From an optimization exercise on the open Yosys and OpenROAD flow, aimed at small area; shortcuts taken in it are not production practice.
Only simulation tests tie the RTL to the original design; equivalence was not proved.
Power figures rest on the tool's default switching activity, not on a simulated workload.

$ cat flow/config.mk
export PLATFORM = sky130hd
export DESIGN_NAME = pfiform_gearbox
export DESIGN_NICKNAME = pfiform_gearbox
export VERILOG_FILES = /design/flow/design.v
export SDC_FILE = /design/flow/constraint.sdc
export NUM_CORES = 4
export LEC_CHECK = 0
export CAP_MARGIN = 20
export CORE_MARGIN = 2
export CORE_UTILIZATION = 55
export SLEW_MARGIN = 20
export SYNTH_HIERARCHICAL = 1
export SYNTH_MINIMUM_KEEP_SIZE = 0
$ cat flow/constraint.sdc
create_clock -name core_clock -period 5.0 [get_ports {i_core_clk}]
set_input_delay 1.0000 -clock core_clock [delete_from_list [all_inputs] [get_ports {i_core_clk}]]
set_output_delay 1.0000 -clock core_clock [all_outputs]
set_load 0.01 [all_outputs]
$ cat flow/run.sh
#!/bin/bash
# synth_recipe.tcl (not shown) runs the flow's synth.tcl, then flattens the netlist and writes it again
# the make line also repeats each setting of config.mk as NAME=value (left out here)
make -C /OpenROAD-flow-scripts/flow DESIGN_CONFIG=/design/flow/config.mk WORK_HOME=/design/flow/orfs CLKGATE_MAP_FILE= SYNTH_SCRIPT=/design/flow/synth_recipe.tcl finish
$ cat flow/design.v
module pfiform_rotate #(
    parameter int LANES  = 32,
    parameter int LANE_W = 8,
    parameter int SH_W   = $clog2(LANES),
    parameter int DIR    = 0
) (
    input  logic [SH_W-1:0]         shift,
    input  logic [LANES*LANE_W-1:0] din,
    output logic [LANES*LANE_W-1:0] dout_n
);
    logic [LANES*LANE_W-1:0] st [SH_W+1];
    assign st[0] = din;
    for (genvar b = 0; b < SH_W; b++) begin : g_st
        pfiform_rot_stage #(
            .LANES  (LANES),
            .LANE_W (LANE_W),
            .SH     (DIR ? (LANES - (1 << b)) : (1 << b))
        ) u_st (
            .sel   (shift[b]),
            .din   (st[b]),
            .dout  (st[b+1])
        );
    end
    if (SH_W % 2 == 1) begin : g_odd
        assign dout_n = st[SH_W];
    end else begin : g_even
        assign dout_n = ~st[SH_W];
    end
endmodule
module pfiform_rot_stage #(
    parameter int LANES  = 32,
    parameter int LANE_W = 8,
    parameter int SH     = 1
) (
    input  logic                    sel,
    input  logic [LANES*LANE_W-1:0] din,
    output logic [LANES*LANE_W-1:0] dout
);
    always_comb begin
        for (int l = 0; l < LANES; l++) begin
            dout[l*LANE_W +: LANE_W] = ~(sel ? din[((l - SH) % LANES + LANES) % LANES * LANE_W +: LANE_W]
                                             : din[l*LANE_W +: LANE_W]);
        end
    end
endmodule
module pfiform_bank_sel #(
    parameter int LANES  = 32,
    parameter int LANE_W = 8,
    parameter int NB     = 4
) (
    input  logic [LANES-1:0][NB-1:0]            hot_n,
    input  logic [NB-1:0][LANES*LANE_W-1:0]     q_n,
    output logic [LANES*LANE_W-1:0]             y_n
);
    logic [NB/2-1:0][LANES*LANE_W-1:0] pair;
    for (genvar p = 0; p < NB / 2; p++) begin : g_pair
        logic [LANES*LANE_W-1:0] h0_n;
        logic [LANES*LANE_W-1:0] h1_n;
        always_comb begin
            for (int l = 0; l < LANES; l++) begin
                h0_n[l*LANE_W +: LANE_W] = {LANE_W{hot_n[l][2*p]}};
                h1_n[l*LANE_W +: LANE_W] = {LANE_W{hot_n[l][2*p+1]}};
            end
        end
        pfiform_pair_sel #(
            .W (LANES * LANE_W)
        ) u_pair (
            .a_n (h0_n),
            .b_n (q_n[2*p]),
            .c_n (h1_n),
            .d_n (q_n[2*p+1]),
            .y   (pair[p])
        );
    end
    always_comb begin
        y_n = '1;
        for (int p = 0; p < NB / 2; p++) begin
            y_n = y_n & ~pair[p];
        end
    end
endmodule
module pfiform_pair_sel #(
    parameter int W = 256
) (
    input  logic [W-1:0] a_n,
    input  logic [W-1:0] b_n,
    input  logic [W-1:0] c_n,
    input  logic [W-1:0] d_n,
    output logic [W-1:0] y
);
    assign y = ~((a_n | b_n) & (c_n | d_n));
endmodule
module pfiform_lane_win #(
    parameter int LANES = 32,
    parameter int OW    = $clog2(LANES),
    parameter int CW    = $clog2(LANES + 1)
) (
    input  logic [OW-1:0]    off,
    input  logic [CW-1:0]    n,
    output logic [LANES-1:0] win,
    output logic [LANES-1:0] ge
);
    logic [OW:0]      e;
    logic [LANES-1:0] gt_off;
    logic [LANES-1:0] gt_end;
    assign e = {1'b0, off} + (OW + 1)'(n);
    function automatic logic [LANES-1:0] therm(input logic [OW-1:0] x);
        logic [LANES-1:0] g;
        logic [LANES-1:0] gn;
        g = '0;
        for (int k = 0; k < OW; k++) begin
            gn = '0;
            for (int l = 0; l < (2 << k); l++) begin
                if (l & (1 << k)) gn[l] = x[k] & g[l & ((1 << k) - 1)];
                else              gn[l] = x[k] | g[l];
            end
            g = gn;
        end
        therm = g;
    endfunction
    always_comb begin
        gt_off = therm(off);
        gt_end = therm(e[OW-1:0]);
        for (int l = 0; l < LANES; l++) begin
            ge[l]  = ~gt_off[l];
            win[l] = e[OW] ? (ge[l] | gt_end[l]) : (ge[l] & gt_end[l]);
        end
    end
endmodule
module pfiform_gearbox #(
    parameter int LANES  = 32,
    parameter int LANE_W = 8,
    parameter int DEPTH  = 128
) (
    input  logic                       i_core_clk,
    input  logic                       i_rx_rst,
    input  logic                       i_flush,
    input  logic                       JoinEnable,
    output logic                       JoinPermit,
    input  logic [$clog2(LANES + 1)-1:0]    JoinAmount,
    input  logic [LANES*LANE_W-1:0]    JoinData,
    input  logic                       PopPermit,
    input  logic [$clog2(LANES + 1)-1:0]    PopAmount,
    output logic                       PopEnable,
    output logic [LANES*LANE_W-1:0]    PopData,
    output logic [$clog2(LANES + 1)-1:0]    PopCount,
    output logic [$clog2(DEPTH + 1)-1:0]    Level,
    output logic                       ProtErr
);
    localparam int W  = LANES * LANE_W;
    localparam int CW = $clog2(LANES + 1);
    localparam int LW = $clog2(DEPTH + 1);
    localparam int PW = $clog2(DEPTH);
    localparam int OW = $clog2(LANES);
    localparam int NB = DEPTH / LANES;
    localparam int BW = $clog2(NB);
    localparam logic [CW-1:0] LANES_C  = CW'(LANES);
    localparam logic [LW:0]   ROOM_MAX = (LW + 1)'(DEPTH - LANES);
    localparam logic IDLE  = 1'b0;
    localparam logic DRAIN = 1'b1;
    logic          state;
    logic [PW-1:0] wr_ptr;
    logic [PW-1:0] pop_ptr;    
    logic          join_ok;
    logic          pop_ok;
    logic          join_fire;
    logic          pop_full;
    logic          pop_part;
    logic          prot_hit;
    logic [CW-1:0] join_n;
    logic [CW-1:0] pop_n;
    assign JoinPermit = (state == IDLE) && ({1'b0, Level} <= ROOM_MAX);
    assign join_ok   = (JoinAmount != '0) && (JoinAmount <= LANES_C);
    assign pop_ok    = (PopAmount != '0) && (PopAmount <= LANES_C);
    assign join_fire = JoinEnable && JoinPermit && join_ok;
    assign pop_full  = PopPermit && pop_ok && (Level >= LW'(PopAmount));
    assign pop_part  = PopPermit && pop_ok && (state == DRAIN) && (Level != '0) &&
                       (Level < LW'(PopAmount));
    assign pop_n  = pop_full ? PopAmount : (pop_part ? Level[CW-1:0] : '0);
    assign join_n = join_fire ? JoinAmount : '0;
    assign prot_hit = (JoinEnable && (!JoinPermit || !join_ok)) || (PopPermit && !pop_ok);
    assign PopEnable = (PopCount != '0);
    logic [OW-1:0]              wr_off;
    logic [BW-1:0]              wr_bank;
    logic [NB-1:0]              wr_bank_hot;
    logic [W-1:0]               wr_rot_n;
    logic [LANES-1:0]           wr_win;
    logic [LANES-1:0]           wr_ge;
    logic [NB-1:0][LANES-1:0]   wr_en;
    logic [NB-1:0][W-1:0]       mem_n;
    assign wr_off  = wr_ptr[OW-1:0];
    assign wr_bank = wr_ptr[PW-1:OW];
    pfiform_rotate #(
        .LANES  (LANES),
        .LANE_W (LANE_W),
        .SH_W   (OW),
        .DIR    (0)
    ) u_wr_rot (
        .shift  (wr_off),
        .din    (JoinData),
        .dout_n (wr_rot_n)
    );
    pfiform_lane_win #(
        .LANES (LANES)
    ) u_wr_win (
        .off (wr_off),
        .n   (join_n),
        .win (wr_win),
        .ge  (wr_ge)
    );
    always_comb begin
        for (int b = 0; b < NB; b++) begin
            wr_bank_hot[b] = (wr_bank == BW'(b));
        end
        for (int b = 0; b < NB; b++) begin
            for (int l = 0; l < LANES; l++) begin
                wr_en[b][l] = wr_win[l] && (wr_ge[l] ? wr_bank_hot[b] : wr_bank_hot[(b + NB - 1) % NB]);
            end
        end
    end
    always_ff @(posedge i_core_clk) begin
        for (int b = 0; b < NB; b++) begin
            for (int l = 0; l < LANES; l++) begin
                if (wr_en[b][l]) begin
                    mem_n[b][l*LANE_W +: LANE_W] <= wr_rot_n[l*LANE_W +: LANE_W];
                end
            end
        end
    end
    logic [OW-1:0]              rd_off;
    logic [BW-1:0]              rd_bank;
    logic [NB-1:0]              rd_bank_hot;
    logic [LANES-1:0]           rd_win;
    logic [LANES-1:0]           rd_ge;
    logic [LANES-1:0][NB-1:0]   rd_hot_n;
    logic [W-1:0]               rd_phys_n;
    assign rd_off  = pop_ptr[OW-1:0];
    assign rd_bank = pop_ptr[PW-1:OW];
    pfiform_lane_win #(
        .LANES (LANES)
    ) u_rd_win (
        .off (rd_off),
        .n   (PopCount),
        .win (rd_win),
        .ge  (rd_ge)
    );
    always_comb begin
        for (int b = 0; b < NB; b++) begin
            rd_bank_hot[b] = (rd_bank == BW'(b));
        end
        for (int l = 0; l < LANES; l++) begin
            for (int b = 0; b < NB; b++) begin
                rd_hot_n[l][b] = !(rd_win[l] && (rd_ge[l] ? rd_bank_hot[b] : rd_bank_hot[(b + NB - 1) % NB]));
            end
        end
    end
    pfiform_bank_sel #(
        .LANES  (LANES),
        .LANE_W (LANE_W),
        .NB     (NB)
    ) u_rd_sel (
        .hot_n (rd_hot_n),
        .q_n   (mem_n),
        .y_n   (rd_phys_n)
    );
    pfiform_rotate #(
        .LANES  (LANES),
        .LANE_W (LANE_W),
        .SH_W   (OW),
        .DIR    (1)
    ) u_rd_rot (
        .shift  (rd_off),
        .din    (rd_phys_n),
        .dout_n (PopData)
    );
    always_ff @(posedge i_core_clk) begin
        if (i_rx_rst) begin
            state    <= IDLE;
            wr_ptr   <= '0;
            pop_ptr  <= '0;
            PopCount <= '0;
            Level    <= '0;
            ProtErr  <= 1'b0;
        end else begin
            wr_ptr   <= wr_ptr + PW'(join_n);
            pop_ptr  <= pop_ptr + PW'(PopCount);
            PopCount <= pop_n;
            Level    <= Level + LW'(join_n) - LW'(pop_n);
            ProtErr  <= ProtErr | prot_hit;
            case (state)
                IDLE:    if (i_flush && (Level != '0)) state <= DRAIN;
                DRAIN:   if (Level == '0) state <= IDLE;
                default: state <= IDLE;
            endcase
        end
    end
endmodule
==> results.rst <==
.. list-table::
   :header-rows: 1

   * - Metric
     - Value
   * - Simple-gate portion of the synthesized area
     - 6.033%
   * - Power Density
     - 432.0 nW/um^2
   * - Leak pwr
     - 28.99 nW
   * - DR iter-0 viols
     - 8617
   * - Post-synthesis instance area
     - 72420 um^2
   * - Class of the worst hold path
     - flop to flop
   * - Final routed DRC violation total
     - 0
   * - Initial core utilization
     - 55.23%
   * - Final-report max-slew violation count
     - 0
   * - Gr busiest metal
     - met2
   * - Gr ovfl total
     - 0
   * - Worst Setup End Kind
     - output pin
   * - Share of layout cells above drive strength 1
     - 26.12%
   * - Fraction of power consumed by the clock network
     - 20.2%
   * - Setup repair after global routing missed its margin
     - true
   * - Mapped Nets
     - 6156
   * - Primary flip-flop cell chosen by synthesis mapping
     - sky130_fd_sc_hd__edfxtp_1
   * - Clk Latency, worst-skew pair
     - 740 ps
   * - Count of fill cells added during filler insertion
     - 9991
   * - Detailed-placement wirelength estimate
     - 250100 um
   * - Parity-gate share of the synthesized area counting xor and xnor cells
     - 0.2712%
   * - Area of the placeable core
     - 131100 um^2
   * - Syn-to-layout area delta
     - 24.65%
   * - Hold violation total from the final report
     - 0
   * - Post-DRT Antenna Nets
     - 0
   * - End-of-flow core utilization
     - 68.85%
   * - Critical-path maximum fanout
     - 6
   * - Slew at the pin with the worst max-slew slack
     - 1225 ps
   * - Total of warnings raised by yosys
     - 24
   * - CTS clock-pin slew for the worst setup and hold paths
     - 60 ps
   * - M3 GR Usage
     - 10.99%
   * - Number of synthesized flops with an enable pin
     - 1024
   * - Via count of the routed design
     - 58946
   * - Final number of setup-violating endpoints
     - 262
   * - Share of total power consumed by net switching
     - 40.92%
   * - Most common cell after layout, fill and taps aside
     - sky130_fd_sc_hd__mux2i_1
   * - Most used cells in the layout excluding fill and tap cells
     - sky130_fd_sc_hd__mux2i_1, sky130_fd_sc_hd__edfxtp_1, sky130_fd_sc_hd__buf_4
   * - Gate count after technology mapping
     - 5835
   * - Routed length per placed instance
     - 33.61 um
   * - First-pass GRT wire length
     - 410100 um
   * - Initial antenna violation count
     - 10
   * - Number of CTS-inserted buffers
     - 104
   * - Global-route total usage across every layer
     - 43.44%
   * - X dimension of the die
     - 366.9 um
   * - Via count of the first global-routing pass
     - 54281
   * - Area post-placement
     - 84550 um^2
   * - Final RePlAce weighted congestion
     - 1.103
   * - Root buf cell
     - sky130_fd_sc_hd__clkbuf_16
   * - Mean instance size in the synthesized netlist
     - 12.41 um^2
   * - Layout checks that failed
     - negative setup slack
   * - Worst rel slew slack
     - 18.32%
   * - Sinks on Clock Net
     - 1054
   * - Max-cap violation count
     - 0
   * - Length of the first detailed-routing pass in iterations
     - 8
   * - Tcrit/Tclk final
     - 123.0%
   * - Async SR Flop Fraction
     - 0%
   * - Data required time of the worst path
     - 4000 ps
   * - Sequential area share after synthesis
     - 43.29%
   * - Met1 track demand over resource
     - 56.96%
   * - Top cell family by delay on the critical path
     - multiplexers
   * - Slowest CP cell
     - sky130_fd_sc_hd__mux2i_1
   * - Timing-limited maximum frequency
     - 162.5 MHz
   * - Kind of launch point of the worst setup path
     - flop
   * - Setup Slack @ Placement
     - -1201 ps
   * - Area fraction in compound gates after synthesis
     - 5.646%
   * - Die Area
     - 134600 um^2
   * - Number of port buffers
     - 545
   * - Total Neg Setup Slack
     - -249760 ps
   * - Depth of the CTS H-tree
     - 3
   * - WP buf/inv
     - 6
   * - Grt met2 use
     - 64.84%
   * - Total Power
     - 39.00 mW
   * - Setup slack of the critical path after layout
     - -1152 ps
   * - Layout Skew
     - 54.29 ps
   * - Total number of nets in the final design
     - 7553
   * - Cell-internal power
     - 23.04 mW
   * - Pin count of the biggest net entering global routing
     - 162
   * - Ports
     - 546
   * - Maximum VDD drop
     - 0.3388 mV
   * - Number of library cell types mapped by synthesis
     - 66
   * - Part of the power in combinational logic
     - 48.9%
   * - Clock tree from TritonCTS
     - yes
   * - Setup CP Type
     - flop to output pin
   * - Worst path max stage delay
     - 390 ps
   * - Outcome
     - failed layout checks
   * - Die outline height
     - 366.9 um
   * - Net switching power figure
     - 15.96 mW
   * - CTS Buffer Depth
     - 3
   * - Share of synthesized area spent on multiplexers
     - 37.26%
   * - Final std cell area, no fill
     - 90280 um^2
   * - Via/cell ratio
     - 6.493
   * - Cell Rows
     - 133
   * - Main combinational cell family by area after synthesis
     - multiplexers
   * - Arr. time, crit path
     - 5150 ps
   * - Adder-Cell Fraction of Synth Area
     - 1.842%
   * - Post-synthesis register bit count
     - 1054
   * - Detailed-route wire length
     - 305100 um
   * - Minimum clock period after layout
     - 6152 ps
   * - Cell-by-cell listing of the critical path
     - ha_4 -> a21o_4 -> buf_4 -> buf_4 -> o31ai_4 -> buf_4 -> a21oi_1 -> maj3_2 -> nand2_1 -> buf_4 -> o22ai_1 -> nor2_2 -> mux2i_1 -> mux2i_1 -> mux2i_1 -> mux2i_1 -> buf_4 -> mux2i_1 -> dlygate4sd2_1
   * - Proportion of power drawn by flip-flops and latches
     - 30.9%
-- synthesized netlist by cell type (all sizes together) (7+ instances only) --
cell type	number	area share, %
mux2i	2690	37
edfxtp	1024	42
o22ai	512	4.4
nor2	377	2.0
buf	323	5.1
nand2b	135	1.2
nand2	122	0.63
and2	70	0.61
inv	60	0.31
maj3	60	0.93
clkbuf	50	0.26
nand3	45	0.31
ha	40	0.69
nand4	33	0.29
nand4b	32	0.39
dfxtp	30	0.83
a21oi	29	0.21
nor3	23	0.17
o21ai	17	0.12
a31oi	13	0.15
xor2	13	0.20
and3	12	0.11
o211ai	12	0.12
nor2b	11	0.095
a21o	10	0.15
fa	8	0.22
nor3b	7	0.073
o21a	7	0.073
or2	7	0.060
-- path summary, 6_finish.rpt --
check / to / slack [ps] / startpoint / depth (start not counted)
min reg2reg: ProtErr / 520 / ProtErr / 2
max reg2reg: mem_n[428] / 360 / Level[4] / 12
max: PopData[148] / -1150 / pop_ptr[1] / 19
min: ProtErr / 520 / ProtErr / 2
-- worst register-to-register path, delay by kind of cell (launching register included) --
family                   cells  cell delay (ps)
adder cells (fa/ha/maj)      2              660
flip-flops                   1              370
AND/OR/NAND/NOR              6             1420
AO/OA/AOI/OAI                4             1810
-- per-layer routing --
layer / wire [um] / share of wire, % / vias to the layer above
met4: 22700 / 7.4 / 2
met1: 114300 / 37 / 29085
li1: - / - / 25497
met5: 13 / 0.0043 / -
met2: 130000 / 43 / 3740
met3: 38040 / 12 / 622
-- power by group through the flow --
stage / registers [mW] / clock network, mW / logic (mW)
after floorplan: 11.9 / 0 / 8.99
after global placement: 12.2 / 0 / 17.4
after detailed placement: 12.2 / 0 / 17.7
after CTS: 12.0 / 7.92 / 18.0
after global routing: 12.1 / 8.24 / 19.4
final: 12.1 / 7.89 / 19.1
-- area by class of cell --
type,instances,area (um^2),share of cell area [%]
multi-input cells,4347,38990,43.19
flip-flops and latches,1054,31400,34.78
inverters,61,230.2,0.2550
clock inverters,68,739.5,0.8191
diodes,2,5.005,0.005544
clock buffers,127,2731,3.026
repair buffers,1664,13980,15.49
well taps,1755,2196,2.432
-- stage by stage --
stage,hold slack (ps),cells
after CTS,524.1,9061
final,521.1,9078
after detailed placement,507.9,8785
after global routing,555.1,9076
after global placement,487.7,8785
after floorplan,534.8,5835
-- sequential cells by signal, indices dropped and copies added, names as in the netlist --
register,cells
PopCount,6
wr_ptr,7
state,1
mem_n,1024
pop_ptr,7
Level,8
ProtErr,1
-- logic make-up after synthesis --
family	after synthesis
adder cells (fa/ha/maj)	108
AO/OA/AOI/OAI	633
other	2
buffers and inverters	434
multiplexers	2695
flip-flops	1054
AND/OR/NAND/NOR	890
XOR/XNOR	19
-- what timing repair did --
| action | CTS | global route |
|---|---|---|
| pin swaps | 42 | 29 |
| resized for setup | 797 | 377 |
| setup endpoints to repair | 256 | 262 |
| gates cloned | 0 | 1 |
| buffers inserted | 82 | 14 |
| hold buffers | 0 | 0 |

## afterwards: timing with drivers on the ports
No port has a modelled driver above. Below, the same layout with a new extraction and two added sets of constraints.
Step 1: set_driving_cell puts a clkbuf_16 on i_core_clk and a buf_2 on each other input, an assumption about the parent block.
Step 2 moves the port delays by t, midway between the first and last clock arrival at a register: inputs arrive t later, outputs are due t later. That takes back most of the time a late clock gives input paths.
Three values: no drivers, after step 1, after step 2; two values: the first two.
t, ns: 0.795
setup slack, ns: -1.152 / -1.235 / -0.746
worst setup path after step 2: input to register
latest minus earliest clock arrival (ns): 0.056 / 0.057
slew at the worst register clock pin (ns): 0.07 / 0.07
For this run, drivers alone change the setup slack by -0.083 ns; drivers and shift together by +0.406 ns.
